This is an optimization exercise on Yosys and OpenROAD, whose aim is a short achievable clock period and few clock cycles per item, not a production implementation.
Only simulation tests tie the RTL to the original design; equivalence was not proved.
Power and IR drop assume default switching activity.

## run A
Design pcie_host_if_top, start of the top module:
module pcie_host_if_top (
  input  logic        clk,
  input  logic        rst,
  input  logic [1:0]  i_req_target,
  input  logic        i_req_wr,
  input  logic        i_req_rd,
  input  logic [31:0] i_req_addr,
  input  logic [31:0] i_req_count,
  input  logic        i_host_ing_rdy,
  input  logic [23:0] i_host_ing_size,
  input  logic [31:0] i_host_ing_data,
  output logic        o_host_ing_act,
  output logic        o_host_ing_stb,
  input  logic [1:0]  i_host_egr_rdy,
  input  logic [23:0] i_host_egr_size,
  output logic [1:0]  o_host_egr_act,
  output logic        o_host_egr_stb,
  output logic [31:0] o_host_egr_data,
  output logic        o_dma_ing_rdy,
  output logic [23:0] o_dma_ing_size,
  output logic [31:0] o_dma_ing_data,
  input  logic        i_dma_ing_act,
  input  logic        i_dma_ing_stb,
  output logic [1:0]  o_dma_egr_rdy,
  output logic [23:0] o_dma_egr_size,
  input  logic [1:0]  i_dma_egr_act,
  input  logic        i_dma_egr_stb,
  input  logic [31:0] i_dma_egr_data,
  input  logic        i_dma_idle,
  output logic        o_write_fin,
  output logic        o_read_fin
);
Size: ~9,700 flip-flops, roughly 360,000 µm² of cells after synthesis.
==> flow/config.mk <==
export PLATFORM = sky130hd
export DESIGN_NAME = pcie_host_if_top
export DESIGN_NICKNAME = pcie_host_if_top
export VERILOG_FILES = /design/flow/design.v
export SDC_FILE = /design/flow/constraint.sdc
export NUM_CORES = 4
export LEC_CHECK = 0
export CAP_MARGIN = 20
export CORE_MARGIN = 2
export CORE_UTILIZATION = 30
export GPL_ROUTABILITY_DRIVEN = 1
export PLACE_DENSITY = 0.4
export SETUP_SLACK_MARGIN = 3.0
export SLEW_MARGIN = 20
export SYNTH_MEMORY_MAX_BITS = 16384
==> flow/constraint.sdc <==
create_clock -name core_clock -period 6.5 [get_ports {clk}]
set_input_delay 1.3000 -clock core_clock [delete_from_list [all_inputs] [get_ports {clk}]]
set_output_delay 1.3000 -clock core_clock [all_outputs]
set_load 0.01 [all_outputs]
standard.sh (not shown) runs the stock make flow with config.mk's settings and CLKGATE_MAP_FILE= SYNTH_SCRIPT=/design/flow/synth_recipe.tcl, a recipe that flattens the netlist after the stock synthesis.
==> flow/flow/run.sh <==
#!/bin/bash
# Standard layout, with three changes:
# - the ports are constrained to one span of the top edge before IO
#   placement (flow/pins.tcl);
# - the port buffers are buf_4 rather than the slow delay buffer
#   buffer_ports picks by default;
# - up to 10 rounds of antenna repair after detailed routing, not 5.
set -euo pipefail
W=$(pwd)
bash standard.sh PRE_IO_PLACEMENT_TCL="$W/flow/pins.tcl" \
  BUFFER_PORTS_ARGS="-buffer_cell sky130_fd_sc_hd__buf_4" \
  MAX_REPAIR_ANTENNAS_ITER_DRT=10 finish > "$W/orfs_make.log" 2>&1
==> flow/flow/pins.tcl <==
# Place every signal port in one span in the middle of the top edge, so
# the short paths between ports (the DMA pass-through and the routed
# handshakes) stay short. The clock port goes in the middle of that span,
# nearer the middle of the die than a corner.
set block [ord::get_db_block]
set dbu [$block getDefUnits]
set die [$block getDieArea]
set w [expr {double([$die dx]) / $dbu}]
set span 320.0
set lo [expr {max(10.0, $w / 2.0 - $span / 2.0)}]
set hi [expr {min($w - 10.0, $w / 2.0 + $span / 2.0)}]
set names {}
foreach bt [$block getBTerms] {
  set n [$bt getName]
  if {$n ne "clk" && [$bt getSigType] ne "POWER" && [$bt getSigType] ne "GROUND"} {
    lappend names $n
  }
}
puts "pins.tcl: [llength $names] ports on top:[format %.1f $lo]-[format %.1f $hi]"
set_io_pin_constraint -pin_names $names -region top:[format %.1f $lo]-[format %.1f $hi]
set mid [expr {$w / 2.0}]
set_io_pin_constraint -pin_names {clk} -region top:[format %.1f [expr {$mid - 3.0}]]-[format %.1f [expr {$mid + 3.0}]]
Testbench counts of run A, summed over its fixed seeds: cycles 18,247, words 17,350.
For run B, these inputs were changed with respect to run A:
Settings: changing PLACE_DENSITY from 0.4 to 0.5; changing CORE_UTILIZATION from 30 to 40.
Results
Having completed the whole flow, run B delivered a layout that passed the timing, design-rule and antenna checks. Going from run A to run B, period utilization grows by 0.51 points. Diff run A -> run B: maximum clock frequency down 0.88%; global-route track usage on met1 up 6.1 points. Sort run B and run A by register-to-register slack asc -> top: run B. [run B] post-cts resize count rose about 50% relative to run A. Taking run A as 1.0, run B lands at 0.918 on first-pass GRT wire length. [compare] base=run A new=run B: overall die height -13%, first-iteration DRC count +1,867, global-route usage +4.2 points.
--- input diff run B..run C ---
==> flow/flow/run.sh <==
#!/bin/bash
# Standard layout, with two changes:
# - the ports are constrained to one span of the top edge before IO
#   placement (flow/pins.tcl);
# - the port buffers are buf_4 rather than the slow delay buffer
#   buffer_ports picks by default.
set -euo pipefail
W=$(pwd)
bash standard.sh PRE_IO_PLACEMENT_TCL="$W/flow/pins.tcl" \
  BUFFER_PORTS_ARGS="-buffer_cell sky130_fd_sc_hd__buf_4" finish > "$W/orfs_make.log" 2>&1
diff --git a/flow/flow/pins.tcl b/flow/flow/pins.tcl
--- a/flow/flow/pins.tcl
+++ b/flow/flow/pins.tcl
@@ -9 +9 @@
-set span 320.0
+set span 460.0
### Flow results
Looking at run B and run C, the final cell utilization of the core is a wash.
Compared to run B, run C has proportion of power drawn by flip-flops and latches 0.2 points higher.
Flip-flop and latch share of the layout cell area: run C vs run B up 0.20 points
Looking at run B and run C, the count of inverters not on the clock network in the layout is a wash.
For the static power due to leakage, run C came in about 0.5% lower than run B did.
For net switching power of the design, run C and run B come out practically identical.
After detailed routing, run B needs more wire than run C.
Summary of the comparison: global-route usage over all layers is lower in run C, relative to run B.
Run C vs. run B: total length of routed met3 wires -about 15%, maximum cell stage delay along the critical path saw little to no change.

[afterwards: timing with drivers on the ports]
Ports are ideal in the flow. The routed layouts listed here were re-timed in OpenROAD.
Step 1 (the two cells are an assumption about what drives the block):
set clk [get_ports {clk}]
set_driving_cell -lib_cell sky130_fd_sc_hd__clkbuf_16 $clk
set_driving_cell -lib_cell sky130_fd_sc_hd__buf_2 [delete_from_list [all_inputs] $clk]
Step 2 times the ports against the registers' clock, not the clock port: input delays grow and output delays shrink by t, the midpoint of the rising clock arrivals with the driver on.
Three values: no drivers, after step 1, after step 2; two values: the first two.
| run | t (ns) | setup WS [ns] | pins driven straight from the clock port |
|---|---|---|---|
| run A | 1.332 | 2.757 / 2.569 / 1.667 | 1 |
| run B | 1.290 | 2.723 / 2.631 / 1.852 | 1 |
| run C | 1.200 | 2.759 / 2.697 / 1.923 | 1 |
After both steps every run listed still meets setup and hold. For run A, which loses most, drivers alone change the setup slack by -0.188 ns; drivers and shift together by -1.090 ns.
